Context: an optimization exercise on an open-source flow, tuned for small area, a short achievable clock period and few clock cycles per item. The choices shown serve that exercise and are no tape-out recipe. Function was checked by simulation only, so behaviour that the tests miss may differ from the original. Power figures rest on the tool's default switching activity, not on a simulated workload.

==> flow/design.v (outline; a module is shown in full before it is edited, if it fits) <==
// module qmva_csr: 51 lines
// module qmva_ctrl: 109 lines
// module qmva_dp: 180 lines
// module qmva_csa: 635 lines
// module qmva_step: 152 lines
// module quantized_matvec_accumulator: 76 lines
module quantized_matvec_accumulator (
   input  logic                             clock,
   input  logic                             reset,
   input  logic                             req_valid,
   output logic                             req_ready,
   input  logic signed [15:0]               req_activation,
   input  logic [15:0]                      req_weight_word,
   input  logic signed [15:0]               req_weight_scale,
   output logic                             rsp_valid,
   input  logic                             rsp_ready,
   output logic signed [31:0]               rsp_dot_result,
   output logic [19:0]                      rsp_result_index,
   output logic [12:0]                      rsp_weight_row,
   output logic                             rsp_saturated,
   output logic                             rsp_job_done,
   input  logic                             csr_we,
   input  logic [2:0]                       csr_index,
   input  logic [12:0]                      csr_wdata
);
  // ...
==> flow/run.sh <==
#!/bin/bash
# synth_recipe.tcl (not shown) runs the flow's synth.tcl, then flattens the netlist and writes it again
# the make line also repeats each setting of config.mk as NAME=value (left out here)
make -C /OpenROAD-flow-scripts/flow DESIGN_CONFIG=/design/flow/config.mk WORK_HOME=/design/flow/orfs CLKGATE_MAP_FILE= SYNTH_SCRIPT=/design/flow/synth_recipe.tcl finish
==> flow/config.mk <==
export PLATFORM = sky130hd
export DESIGN_NAME = quantized_matvec_accumulator
export DESIGN_NICKNAME = quantized_matvec_accumulator
export VERILOG_FILES = /design/flow/design.v
export SDC_FILE = /design/flow/constraint.sdc
export NUM_CORES = 4
export LEC_CHECK = 0
export CAP_MARGIN = 20
export CORE_MARGIN = 2
export CORE_UTILIZATION = 40
export SLEW_MARGIN = 20
==> flow/constraint.sdc <==
create_clock -name core_clock -period 11.5 [get_ports {clock}]
set_input_delay 2.3000 -clock core_clock [delete_from_list [all_inputs] [get_ports {clock}]]
set_output_delay 2.3000 -clock core_clock [all_outputs]
set_load 0.01 [all_outputs]
==> flow_metrics.env, run 1 <==
export IMPL_run_status="complete, no violations"
export IMPL_clock_area_frac=0.0495
export IMPL_fin_util=0.451
export IMPL_grt_antenna_before_repair=0
export IMPL_n_all_buffers=155
export IMPL_vias=20900
export IMPL_drv_cap=0
export IMPL_crit_type="input port to flip-flop"
export IMPL_pg_clk_uw=1430
export IMPL_yosysUniqueCellTypes=76
export IMPL_p_comb_frac=0.534
export IMPL_nonClkBufAreaFrac=0.0496
export IMPL_clock_fmax_mhz=212
export IMPL_regMostFlops="u_csr.cfg_ff"
export IMPL_hold_end="u_dp.last2_ff"
export IMPL_antenna_cells=0
export IMPL_power_density_mw_per_mm2=239
export IMPL_firstDrtPassIters=7
export IMPL_ys_top_cells_by_area="dfxtp_1 19%, edfxtp_1 13%, fa_1 13%"
export IMPL_highest_layer="met4"
export IMPL_cts_repair_resized=0
export IMPL_ios=138
export IMPL_ys_seq_area_frac=0.316
export IMPL_hp_start="u_dp.last1_ff"
export IMPL_met2_length_mm=35.4
export IMPL_end_kind="flip-flop"
export IMPL_core_mm2=0.0670
export IMPL_synthXorXnorAreaFrac=0.0958
export IMPL_wl_met1_mm=31.0
Testbench counts, summed over its fixed seeds: cycles 27,508, elements 25,630.
==> module qmva_ctrl, before the edit <==
module qmva_ctrl (
   input  logic                           clock,
   input  logic                           reset,
   input  qmva_pkg::cfg_type              cfg,
   input  logic                           csr_we,
   input  logic [2:0]                     csr_index,
   input  logic [12:0]                    csr_wdata,
   input  logic                           stride_we,
   input  logic                           req_valid,
   output logic                           req_ready,
   input  logic                           rsp_xfer,
   output logic                           fire,
   output logic                           last,
   output logic [1:0]                     elem_lo,
   output logic [qmva_pkg::INDEX_W-1:0]   idx_out,
   output logic [qmva_pkg::WROW_W-1:0]    wrow_out,
   output logic                           done_out
);
   logic [qmva_pkg::LEN_W-1:0]    elem_ff;
   logic [qmva_pkg::NB_W-1:0]     batch_ff;
   logic [qmva_pkg::NR_W-1:0]     row_ff;
   logic [qmva_pkg::INDEX_W-1:0]  idx_ff;
   logic                          recomp_ff, last_ff, busy_ff, ready_ff;
   logic batch_last, row_last, recomp_done, len1, next_is_last;
   logic recomp_n, last_n, busy_n;
   assign batch_last   = (batch_ff >= cfg.nbm1);
   assign row_last     = (row_ff >= cfg.nrm1);
   assign recomp_done  = (elem_ff[qmva_pkg::NB_W-1:0] == batch_ff);
   assign len1         = (cfg.lenm1 == '0);
   assign next_is_last = (qmva_pkg::LEN_W'(elem_ff + 1'b1) == cfg.lenm1);
   assign req_ready = ready_ff;
   assign fire      = req_valid && ready_ff;
   assign last      = last_ff;
   assign elem_lo   = elem_ff[1:0];
   assign idx_out  = idx_ff;
   assign wrow_out = qmva_pkg::WROW_W'({1'b0, cfg.out_start} + {1'b0, row_ff});
   assign done_out = batch_last && row_last;
   always_comb begin
      recomp_n = recomp_ff;
      if (stride_we)
         recomp_n = 1'b1;
      else if (recomp_ff && recomp_done)
         recomp_n = 1'b0;
      last_n = last_ff;
      if (csr_we && csr_index == 3'd1)
         last_n = (csr_wdata <= 13'd1);
      else if (stride_we)
         last_n = len1;
      else if (recomp_ff)
         last_n = recomp_done ? len1 : last_ff;
      else if (fire)
         last_n = last_ff ? len1 : next_is_last;
      busy_n = busy_ff;
      if (fire && last_ff)
         busy_n = 1'b1;
      else if (rsp_xfer)
         busy_n = 1'b0;
   end
   always_ff @(posedge clock) begin
      if (reset) begin
         recomp_ff <= 1'b0;
         last_ff   <= 1'b1;
         busy_ff   <= 1'b0;
         ready_ff  <= 1'b1;
      end else begin
         recomp_ff <= recomp_n;
         last_ff   <= last_n;
         busy_ff   <= busy_n;
         ready_ff  <= !recomp_n && !(last_n && busy_n);
      end
   end
   always_ff @(posedge clock) begin
      if (reset) begin
         elem_ff  <= '0;
         batch_ff <= '0;
         row_ff   <= '0;
         idx_ff   <= '0;
      end else if (stride_we) begin
         elem_ff <= '0;
         idx_ff  <= qmva_pkg::INDEX_W'(row_ff);
      end else if (recomp_ff) begin
         if (recomp_done) begin
            elem_ff <= '0;
         end else begin
            elem_ff <= elem_ff + 1'b1;
            idx_ff  <= idx_ff + qmva_pkg::INDEX_W'(cfg.out_stride);
         end
      end else if (fire) begin
         if (last_ff) begin
            elem_ff <= '0;
            if (batch_last) begin
               batch_ff <= '0;
               if (row_last) begin
                  row_ff <= '0;
                  idx_ff <= '0;
               end else begin
                  row_ff <= row_ff + 1'b1;
                  idx_ff <= qmva_pkg::INDEX_W'(row_ff + 1'b1);
               end
            end else begin
               batch_ff <= batch_ff + 1'b1;
               idx_ff   <= idx_ff + qmva_pkg::INDEX_W'(cfg.out_stride);
            end
         end else begin
            elem_ff <= elem_ff + 1'b1;
         end
      end
   end
endmodule
==> module qmva_dp, before the edit <==
module qmva_dp (
   input  logic                           clock,
   input  logic                           reset,
   input  qmva_pkg::cfg_type              cfg,
   input  logic                           fire,
   input  logic                           last,
   input  logic [1:0]                     elem_lo,
   input  logic signed [15:0]             activation,
   input  logic [15:0]                    weight_word,
   input  logic signed [15:0]             weight_scale,
   input  logic [qmva_pkg::INDEX_W-1:0]   idx_in,
   input  logic [qmva_pkg::WROW_W-1:0]    wrow_in,
   input  logic                           done_in,
   output logic                           rsp_xfer,
   output logic                           rsp_valid,
   input  logic                           rsp_ready,
   output logic signed [31:0]             rsp_dot_result,
   output logic [qmva_pkg::INDEX_W-1:0]   rsp_result_index,
   output logic [qmva_pkg::WROW_W-1:0]    rsp_weight_row,
   output logic                           rsp_saturated,
   output logic                           rsp_job_done
);
   localparam int AW = qmva_pkg::ACC_W;
   localparam int HW = qmva_pkg::HI_W;
   logic [15:0]          act_ff;
   logic [7:0]           one_ff, two_ff, neg_ff;
   logic                 clr1_ff, last1_ff, first_ff;
   logic [AW-1:0]        s_ff, c_ff;
   logic                 last2_ff;
   logic signed [AW-1:0] x_ff;
   logic signed [15:0]   m_ff;
   logic signed [HW-1:0] h_ff;
   logic [3:0]           cnt_ff;
   logic                 run_ff, fin_ff, valid_ff, sat_ff;
   logic [qmva_pkg::INDEX_W-1:0] idx_ff;
   logic [qmva_pkg::WROW_W-1:0]  wrow_ff;
   logic                 done_ff;
   logic signed [15:0] wval;
   logic [3:0]         nib;
   logic [1:0]         crumb;
   always_comb begin
      nib = elem_lo[0] ? weight_word[7:4] : weight_word[3:0];
      case (elem_lo)
         2'd0:    crumb = weight_word[1:0];
         2'd1:    crumb = weight_word[3:2];
         2'd2:    crumb = weight_word[5:4];
         default: crumb = weight_word[7:6];
      endcase
      case (cfg.fmt)
         2'd0:    wval = $signed(weight_word);
         2'd1:    wval = $signed({{8{weight_word[7]}}, weight_word[7:0]});
         2'd2:    wval = $signed({12'b0, nib}) - 16'sd8;
         default: wval = $signed({14'b0, crumb}) - 16'sd2;
      endcase
   end
   logic [7:0] one_in, two_in, neg_in;
   logic [16:0] wext;
   assign wext = {wval, 1'b0};
   always_comb begin
      for (int i = 0; i < 8; i++) begin
         one_in[i] = wext[2*i+1] ^ wext[2*i];
         two_in[i] = (wext[2*i+2] & ~wext[2*i+1] & ~wext[2*i])
                   | (~wext[2*i+2] & wext[2*i+1] & wext[2*i]);
         neg_in[i] = wext[2*i+2] & ~(wext[2*i+1] & wext[2*i]);
      end
   end
   logic signed [15:0] m_in;
   always_comb begin
      if (cfg.fmt == 2'd0)
         m_in = 16'sd1;
      else if (cfg.scales_present)
         m_in = weight_scale;
      else
         m_in = 16'sd4096;
   end
   logic [AW-1:0] s_sum, c_sum;
   qmva_csa u_csa (
      .a     (act_ff),
      .one   (one_ff),
      .two   (two_ff),
      .neg   (neg_ff),
      .s_in  (clr1_ff ? AW'(0) : s_ff),
      .c_in  (clr1_ff ? AW'(0) : c_ff),
      .s_out (s_sum),
      .c_out (c_sum)
   );
   function automatic logic [2:0] bdec(input logic [2:0] d);    
      bdec[0] = d[1] ^ d[0];
      bdec[1] = (d[2] & ~d[1] & ~d[0]) | (~d[2] & d[1] & d[0]);
      bdec[2] = d[2] & ~(d[1] & d[0]);
   endfunction
   logic [AW-1:0]        xsum;
   logic [2:0]           bca_ff, bcb_ff;
   logic signed [HW-1:0] hop;
   logic                 rneg;
   logic [HW+3:0]        ts, tc;
   logic signed [HW+3:0] t;
   assign xsum = s_ff + c_ff;
   assign rneg = x_ff[AW-1] ^ m_ff[15];
   assign hop  = (cnt_ff == 4'd0) ? HW'({~rneg, {11{rneg}}}) : h_ff;
   qmva_step u_step (
      .h     (hop),
      .m     (m_ff),
      .one   ({bcb_ff[0], bca_ff[0]}),
      .two   ({bcb_ff[1], bca_ff[1]}),
      .neg   ({bcb_ff[2], bca_ff[2]}),
      .s_out (ts),
      .c_out (tc)
   );
   assign t = ts + tc;
   logic inrange;
   assign inrange = ({h_ff, x_ff[AW-1]} == '0) || ({h_ff, x_ff[AW-1]} == '1);
   always_ff @(posedge clock) begin
      if (reset) begin
         first_ff <= 1'b1;
         clr1_ff  <= 1'b0;
         last1_ff <= 1'b0;
         last2_ff <= 1'b0;
         run_ff   <= 1'b0;
         fin_ff   <= 1'b0;
         valid_ff <= 1'b0;
         cnt_ff   <= '0;
      end else begin
         if (fire)
            first_ff <= last;
         clr1_ff  <= fire && first_ff;
         last1_ff <= fire && last;
         last2_ff <= last1_ff;
         if (last2_ff) begin
            run_ff <= 1'b1;
            cnt_ff <= '0;
         end else if (run_ff) begin
            cnt_ff <= cnt_ff + 1'b1;
            if (cnt_ff == 4'd10)
               run_ff <= 1'b0;
         end
         fin_ff <= run_ff && (cnt_ff == 4'd10);
         if (fin_ff)
            valid_ff <= 1'b1;
         else if (rsp_ready)
            valid_ff <= 1'b0;
      end
   end
   always_ff @(posedge clock) begin
      act_ff <= activation;
      one_ff <= fire ? one_in : 8'd0;
      two_ff <= fire ? two_in : 8'd0;
      neg_ff <= fire ? neg_in : 8'd0;
      s_ff   <= s_sum;
      c_ff   <= c_sum;
      if (last2_ff) begin
         x_ff   <= xsum;
         bca_ff <= bdec({xsum[1:0], 1'b0});
         bcb_ff <= bdec(xsum[3:1]);
      end else if (run_ff) begin
         x_ff   <= {t[3:0], x_ff[AW-1:4]};
         bca_ff <= bdec(x_ff[5:3]);
         bcb_ff <= bdec(x_ff[7:5]);
      end else if (fin_ff && !inrange) begin
         x_ff[AW-1:12] <= h_ff[HW-1] ? 32'h80000000 : 32'h7fffffff;
      end
      if (run_ff)
         h_ff <= t[HW+3:4];
      if (fin_ff)
         sat_ff <= !inrange;
      if (fire && last) begin
         m_ff    <= m_in;
         idx_ff  <= idx_in;
         wrow_ff <= wrow_in;
         done_ff <= done_in;
      end
   end
   assign rsp_xfer         = valid_ff && rsp_ready;
   assign rsp_valid        = valid_ff;
   assign rsp_dot_result   = x_ff[AW-1:12];
   assign rsp_saturated    = sat_ff;
   assign rsp_result_index = idx_ff;
   assign rsp_weight_row   = wrow_ff;
   assign rsp_job_done     = done_ff;
endmodule
==> module quantized_matvec_accumulator, before the edit <==
module quantized_matvec_accumulator (
   input  logic                             clock,
   input  logic                             reset,
   input  logic                             req_valid,
   output logic                             req_ready,
   input  logic signed [15:0]               req_activation,
   input  logic [15:0]                      req_weight_word,
   input  logic signed [15:0]               req_weight_scale,
   output logic                             rsp_valid,
   input  logic                             rsp_ready,
   output logic signed [31:0]               rsp_dot_result,
   output logic [19:0]                      rsp_result_index,
   output logic [12:0]                      rsp_weight_row,
   output logic                             rsp_saturated,
   output logic                             rsp_job_done,
   input  logic                             csr_we,
   input  logic [2:0]                       csr_index,
   input  logic [12:0]                      csr_wdata
);
   qmva_pkg::cfg_type             cfg;
   logic                          stride_we;
   logic                          rsp_xfer, fire, last;
   logic [1:0]                    elem_lo;
   logic [qmva_pkg::INDEX_W-1:0]  idx;
   logic [qmva_pkg::WROW_W-1:0]   wrow;
   logic                          done;
   qmva_csr u_csr (
      .clock     (clock),
      .reset     (reset),
      .csr_we    (csr_we),
      .csr_index (csr_index),
      .csr_wdata (csr_wdata),
      .cfg       (cfg),
      .stride_we (stride_we)
   );
   qmva_ctrl u_ctrl (
      .clock     (clock),
      .reset     (reset),
      .cfg       (cfg),
      .csr_we    (csr_we),
      .csr_index (csr_index),
      .csr_wdata (csr_wdata),
      .stride_we (stride_we),
      .req_valid (req_valid),
      .req_ready (req_ready),
      .rsp_xfer  (rsp_xfer),
      .fire      (fire),
      .last      (last),
      .elem_lo   (elem_lo),
      .idx_out   (idx),
      .wrow_out  (wrow),
      .done_out  (done)
   );
   qmva_dp u_dp (
      .clock            (clock),
      .reset            (reset),
      .cfg              (cfg),
      .fire             (fire),
      .last             (last),
      .elem_lo          (elem_lo),
      .activation       (req_activation),
      .weight_word      (req_weight_word),
      .weight_scale     (req_weight_scale),
      .idx_in           (idx),
      .wrow_in          (wrow),
      .done_in          (done),
      .rsp_xfer         (rsp_xfer),
      .rsp_valid        (rsp_valid),
      .rsp_ready        (rsp_ready),
      .rsp_dot_result   (rsp_dot_result),
      .rsp_result_index (rsp_result_index),
      .rsp_weight_row   (rsp_weight_row),
      .rsp_saturated    (rsp_saturated),
      .rsp_job_done     (rsp_job_done)
   );
endmodule
==> run 2: changes to the inputs <==
--- a/flow/design.v
+++ b/flow/design.v
@@ -85,5 +85,5 @@
    output logic [1:0]                     elem_lo,
-   output logic [qmva_pkg::INDEX_W-1:0]   idx_out,
-   output logic [qmva_pkg::WROW_W-1:0]    wrow_out,
-   output logic                           done_out
+   output logic [qmva_pkg::INDEX_W-1:0]   rsp_result_index,
+   output logic [qmva_pkg::WROW_W-1:0]    rsp_weight_row,
+   output logic                           rsp_job_done
 );
@@ -93,5 +93,10 @@
    logic [qmva_pkg::INDEX_W-1:0]  idx_ff;
-   logic                          recomp_ff, last_ff, busy_ff, ready_ff;
+   logic [qmva_pkg::WROW_W-1:0]   wrow_ff;
+   logic                          done_ff;
+   logic                          recomp_ff, last_ff, busy_ff, ready_ff, adv_ff;
    logic batch_last, row_last, recomp_done, len1, next_is_last;
    logic recomp_n, last_n, busy_n;
+   logic [qmva_pkg::NB_W-1:0]     batch_n;
+   logic [qmva_pkg::NR_W-1:0]     row_n;
+   logic [qmva_pkg::INDEX_W-1:0]  idx_adv;
    assign batch_last   = (batch_ff >= cfg.nbm1);
@@ -105,5 +110,5 @@
    assign elem_lo   = elem_ff[1:0];
-   assign idx_out  = idx_ff;
-   assign wrow_out = qmva_pkg::WROW_W'({1'b0, cfg.out_start} + {1'b0, row_ff});
-   assign done_out = batch_last && row_last;
+   assign rsp_result_index = idx_ff;
+   assign rsp_weight_row   = wrow_ff;
+   assign rsp_job_done     = done_ff;
    always_comb begin
@@ -128,2 +133,20 @@
          busy_n = 1'b0;
+      batch_n = batch_ff;
+      row_n   = row_ff;
+      idx_adv = idx_ff;
+      if (adv_ff) begin
+         if (batch_last) begin
+            batch_n = '0;
+            if (row_last) begin
+               row_n   = '0;
+               idx_adv = '0;
+            end else begin
+               row_n   = row_ff + 1'b1;
+               idx_adv = qmva_pkg::INDEX_W'(row_ff + 1'b1);
+            end
+         end else begin
+            batch_n = batch_ff + 1'b1;
+            idx_adv = idx_ff + qmva_pkg::INDEX_W'(cfg.out_stride);
+         end
+      end
    end
@@ -135,2 +158,3 @@
          ready_ff  <= 1'b1;
+         adv_ff    <= 1'b0;
       end else begin
@@ -140,2 +164,3 @@
          ready_ff  <= !recomp_n && !(last_n && busy_n);
+         adv_ff    <= rsp_xfer;
       end
@@ -148,30 +173,19 @@
          idx_ff   <= '0;
-      end else if (stride_we) begin
-         elem_ff <= '0;
-         idx_ff  <= qmva_pkg::INDEX_W'(row_ff);
-      end else if (recomp_ff) begin
-         if (recomp_done) begin
-            elem_ff <= '0;
-         end else begin
-            elem_ff <= elem_ff + 1'b1;
-            idx_ff  <= idx_ff + qmva_pkg::INDEX_W'(cfg.out_stride);
-         end
-      end else if (fire) begin
-         if (last_ff) begin
+      end else begin
+         batch_ff <= batch_n;
+         row_ff   <= row_n;
+         if (stride_we) begin
             elem_ff <= '0;
-            if (batch_last) begin
-               batch_ff <= '0;
-               if (row_last) begin
-                  row_ff <= '0;
-                  idx_ff <= '0;
-               end else begin
-                  row_ff <= row_ff + 1'b1;
-                  idx_ff <= qmva_pkg::INDEX_W'(row_ff + 1'b1);
-               end
+            idx_ff  <= qmva_pkg::INDEX_W'(row_n);
+         end else if (recomp_ff) begin
+            if (recomp_done) begin
+               elem_ff <= '0;
             end else begin
-               batch_ff <= batch_ff + 1'b1;
-               idx_ff   <= idx_ff + qmva_pkg::INDEX_W'(cfg.out_stride);
+               elem_ff <= elem_ff + 1'b1;
+               idx_ff  <= idx_ff + qmva_pkg::INDEX_W'(cfg.out_stride);
             end
          end else begin
-            elem_ff <= elem_ff + 1'b1;
+            idx_ff <= idx_adv;
+            if (fire)
+               elem_ff <= last_ff ? '0 : elem_ff + 1'b1;
          end
@@ -179,2 +193,6 @@
    end
+   always_ff @(posedge clock) begin
+      wrow_ff <= qmva_pkg::WROW_W'({1'b0, cfg.out_start} + {1'b0, row_ff});
+      done_ff <= batch_last && row_last;
+   end
 endmodule
@@ -190,5 +208,2 @@
    input  logic signed [15:0]             weight_scale,
-   input  logic [qmva_pkg::INDEX_W-1:0]   idx_in,
-   input  logic [qmva_pkg::WROW_W-1:0]    wrow_in,
-   input  logic                           done_in,
    output logic                           rsp_xfer,
@@ -197,6 +212,3 @@
    output logic signed [31:0]             rsp_dot_result,
-   output logic [qmva_pkg::INDEX_W-1:0]   rsp_result_index,
-   output logic [qmva_pkg::WROW_W-1:0]    rsp_weight_row,
-   output logic                           rsp_saturated,
-   output logic                           rsp_job_done
+   output logic                           rsp_saturated
 );
@@ -214,5 +226,2 @@
    logic                 run_ff, fin_ff, valid_ff, sat_ff;
-   logic [qmva_pkg::INDEX_W-1:0] idx_ff;
-   logic [qmva_pkg::WROW_W-1:0]  wrow_ff;
-   logic                 done_ff;
    logic signed [15:0] wval;
@@ -345,8 +354,4 @@
          sat_ff <= !inrange;
-      if (fire && last) begin
-         m_ff    <= m_in;
-         idx_ff  <= idx_in;
-         wrow_ff <= wrow_in;
-         done_ff <= done_in;
-      end
+      if (fire && last)
+         m_ff <= m_in;
    end
@@ -356,5 +361,2 @@
    assign rsp_saturated    = sat_ff;
-   assign rsp_result_index = idx_ff;
-   assign rsp_weight_row   = wrow_ff;
-   assign rsp_job_done     = done_ff;
 endmodule
@@ -1170,5 +1172,2 @@
    logic [1:0]                    elem_lo;
-   logic [qmva_pkg::INDEX_W-1:0]  idx;
-   logic [qmva_pkg::WROW_W-1:0]   wrow;
-   logic                          done;
    qmva_csr u_csr (
@@ -1196,5 +1195,5 @@
       .elem_lo   (elem_lo),
-      .idx_out   (idx),
-      .wrow_out  (wrow),
-      .done_out  (done)
+      .rsp_result_index (rsp_result_index),
+      .rsp_weight_row   (rsp_weight_row),
+      .rsp_job_done     (rsp_job_done)
    );
@@ -1210,5 +1209,2 @@
       .weight_scale     (req_weight_scale),
-      .idx_in           (idx),
-      .wrow_in          (wrow),
-      .done_in          (done),
       .rsp_xfer         (rsp_xfer),
@@ -1217,6 +1213,3 @@
       .rsp_dot_result   (rsp_dot_result),
-      .rsp_result_index (rsp_result_index),
-      .rsp_weight_row   (rsp_weight_row),
-      .rsp_saturated    (rsp_saturated),
-      .rsp_job_done     (rsp_job_done)
+      .rsp_saturated    (rsp_saturated)
    );
==> run 2 against run 1 <==
  * Cell count shrank 0.65%
  * Core utilization shrank 0.20 points
  * Register-to-register slack lost 140 ps
  * Clock-buffer cell count shrank 7
  * Flip-flop and latch count shrank 19
  * Global-route usage shrank 0.059 points
  * Synthesized area shrank 1.9%
  * Worst setup slack gained 59 ps
  * Critical endpoint is now u_dp.h_ff[13]
==> flow_metrics.env, run 2 <==
export IMPL_r2r_start="u_dp.cnt_ff[0]"
export IMPL_ctsRootBufferMaster="clkbuf_16"
export IMPL_cts_tree="built"
export IMPL_ant_nets=0
export IMPL_reg_top3="u_csr.cfg_ff: 60 flops, u_dp.c_ff: 44 flops, u_dp.s_ff: 44 flops"
export IMPL_grt_overflow=0
export IMPL_grt_antenna_before_repair=0
export IMPL_final_cell_mix="306 x inv_1, 265 x dfxtp_1, 189 x a21oi_1"
export IMPL_drive_gt1_frac=0.0457
export IMPL_setup_tns_ps=0
export IMPL_hp_start="u_dp.last1_ff"
export IMPL_rows=94
export IMPL_gp_congestion=0.908
export IMPL_finalWirelength_mm=70.0
export IMPL_cts_repair_resized=0
export IMPL_ios=138
export IMPL_worst_path_max_fanout=18
export IMPL_wl_met1_mm=32.5
export IMPL_cts_hold_buf=0
export IMPL_worstMarginPinSlew_ps=1200
export IMPL_via_per_inst=5.40
export IMPL_met2_length_mm=30.6
export IMPL_wire_per_inst_um=18.3
export IMPL_synth_edf_count=81
export IMPL_yosysMostFrequentCell="inv_1"
export IMPL_min_path_type="flip-flop to flip-flop"
export IMPL_run_status="complete, no violations"
export IMPL_yosysTopAreaCellShare=0.204
export IMPL_reg2reg_setup_slack_ps=6850
export IMPL_grt_pass1_wl_mm=113
export IMPL_cts_buffers=42
export IMPL_drv_slew=0
export IMPL_htreeDepth=2
export IMPL_rsz0062_at_grt="no"
export IMPL_nets=3333
export IMPL_start_util=0.404
export IMPL_finalSetupViolations=0
export IMPL_critPathLaunchType="flip-flop"
export IMPL_hold_end="u_dp.last2_ff"
export IMPL_ys_seq_area_frac=0.295
export IMPL_yosysTopAreaCell="dfxtp_1"
export IMPL_drc=0
export IMPL_async_flop_share=0
export IMPL_dpl_cell_area_mm2=0.0281
export IMPL_syn_area_per_cell_um2=9.05
export IMPL_die_area_mm2=0.0684
export IMPL_power_leakage_uw=0.0122
export IMPL_vdd_drop_max_mv=0.105
export IMPL_crit_type="flip-flop to flip-flop"
export IMPL_yosysUniqueCellTypes=87
export IMPL_grtUsageTotal=0.205
export IMPL_cts_sinks=351
export IMPL_layout_min_cycle_time_ps=4650
export IMPL_syn_inst=2931
export IMPL_largest_reg_flops=60
export IMPL_finClkSkew_ps=35.7
export IMPL_postCtsSetupBuffers=0
export IMPL_final_common_cell="inv_1"
export IMPL_die_x_um=262
export IMPL_clock_latency_ps=600
export IMPL_firstDrtPassIters=5
export IMPL_wl_met3_mm=5.39
export IMPL_drv_cap=0
export IMPL_r2r_end="u_dp.h_ff[13]"
export IMPL_path_clk_slew_ps=60
export IMPL_end_kind="flip-flop"
export IMPL_die_height_um=262
export IMPL_synthTopCellsByCount="306 x inv_1, 270 x dfxtp_1, 189 x a21oi_1, 174 x ha_1, 172 x fa_1"
export IMPL_finalCritPeriodShare=0.404
export IMPL_r2r_cells=19
export IMPL_power_density_mw_per_mm2=234
export IMPL_grt_pass1_vias=20600
export IMPL_required_ps=11830
export IMPL_clock_fmax_mhz=215
export IMPL_dp_hpwl_mm=53.3
export IMPL_min_path_cells=1
export IMPL_drt_iter0_markers=1575
export IMPL_numPortBuffers=137
export IMPL_synth_warning_count=3
export IMPL_ys_flop_type="dfxtp_1"
export IMPL_synth_net_count=3346
export IMPL_finalHoldViolations=0
export IMPL_clockBufferDepth=3
export IMPL_regMostFlops="u_csr.cfg_ff"
export IMPL_grt_max_degree=93
export IMPL_syn_cell_area_mm2=0.0265
export IMPL_highest_layer="met4"
export IMPL_core_mm2=0.0657
export IMPL_arrival_ps=4980
export IMPL_relSlewSlack=0.195
export IMPL_ys_top_cells_by_area="dfxtp_1 20%, fa_1 13%, edfxtp_1 9.2%"
export IMPL_ys_ff_latch=351
export IMPL_area_growth_pct=11.3
export IMPL_fin_area_mm2=0.0295
export IMPL_vias=20600
export IMPL_antenna_cells=0
## run 2: cell count changes after synthesis, sizes merged, moves of 5 or more
cell	before	now
o21a	28	19
a31oi	19	10
nand4	14	24
or3	8	15
a21o	26	60
xnor2	148	153
dfxtp	255	270
xor2	148	127
nand2	172	160
a21oi	185	191
nand3	41	48
edfxtp	115	81
clkbuf	155	164
nor2	174	152
## run 2: stage by stage
stage | total power (uW) | hold WS, ps | utilization | cells | worst slack (ps)
floorplan | 4730 | 414 | - | 2931 | 7030
global placement | 5490 | 439 | 0.428 | 3738 | 6390
detailed placement | 5580 | 447 | 0.428 | 3738 | 6300
finish | 6910 | 443 | 0.449 | 3815 | 6850
CTS | 6970 | 453 | 0.449 | 3815 | 6850
global route | 7650 | 470 | 0.449 | 3815 | 6400
## run 2: final cells by class
type / instances / area [um^2]
Fill cell: 6234 / 36200
Clock buffer: 50 / 1110
Sequential cell: 351 / 7840
Multi-Input combinational cell: 2061 / 16600
Tap cell: 864 / 1080
Clock inverter: 27 / 288
Timing Repair Buffer: 156 / 1510
Inverter: 306 / 1150
## run 2: where the power goes
part | internal (uW) | total, uW | switching [uW]
logic | 1630 | 3750 | 2120
clock network | 772 | 1360 | 584
registers | 1590 | 1800 | 210
## run 2: logic make-up after synthesis
group | count (synthesis) | synth area share
AOI/OAI and AO/OA | 694 | 0.172
xor gates and xnor gates | 280 | 0.0924
adders and majority gates | 346 | 0.212
buffers and inverters | 519 | 0.0815
DFF | 351 | 0.295
muxes | 18 | 0.00726
and+or+nand+nor | 723 | 0.140
## run 2: worst max path at each step
stage                                   to  cells after the start  slack (ps)            from
final                        u_dp.h_ff[13]                     19        6850  u_dp.cnt_ff[0]
after global routing         u_dp.h_ff[13]                     19        6400  u_dp.cnt_ff[0]
after CTS                    u_dp.h_ff[14]                     20        6850  u_dp.cnt_ff[0]
after detailed placement  u_ctrl.idx_ff[3]                      7        6300           reset
after global placement    u_ctrl.idx_ff[3]                      7        6390           reset
after floorplan              u_dp.h_ff[14]                     20        7030  u_dp.cnt_ff[0]
## run 2: metal layers
layer  up-vias  GRT usage
met3       105     0.0425
li1       9947          -
met5         -          0
met2       685      0.317
met1      9855      0.292
met4         0     0.0518
## run 2: worst max-delay path, stage by stage (launching register included)
cell and delay, ps:
dfxtp_1 350, inv_1 100, ha_1 130, nor3b_2 140, buf_4 250, nand2_1 320, o21a_1 210, ha_1 270
inv_1 50, fa_1 490, inv_1 40, ha_1 310, a21oi_1 80, o21bai_1 190, a21oi_1 130, o21ai_0 280
o21ai_1 210, a2111oi_0 590, nor3_1 120, xnor2_1 140
Testbench counts of run 2, summed over its fixed seeds: cycles 27,508, elements 25,630.

port drivers added, routing unchanged:
No port has a modelled driver above. Below, the same layouts with a new extraction and two added sets of constraints. Step 1, drivers: a clkbuf_16 drives clock and a buf_2 each remaining input, both assumed. Step 2 also shifts input and output timing later by t, the mid clock arrival at the registers, as if the neighbouring blocks saw the same clock. a / b / c = no drivers / after step 1 / after step 2; a / b = the first two.
run | shift t [ns] | slack for setup (ns) | clock arrival spread, ns | slew at the worst register clock pin (ns)
run 1 | 0.653 | 6.793 / 6.827 / 6.174 | 0.046 / 0.046 | 0.07 / 0.07
run 2 | 0.647 | 6.852 / 6.852 / 6.266 | 0.035 / 0.036 | 0.06 / 0.06
After both steps setup and hold are still met in every run listed. For run 1, which loses most, drivers alone change the setup slack by +0.034 ns; drivers and shift together by -0.619 ns.
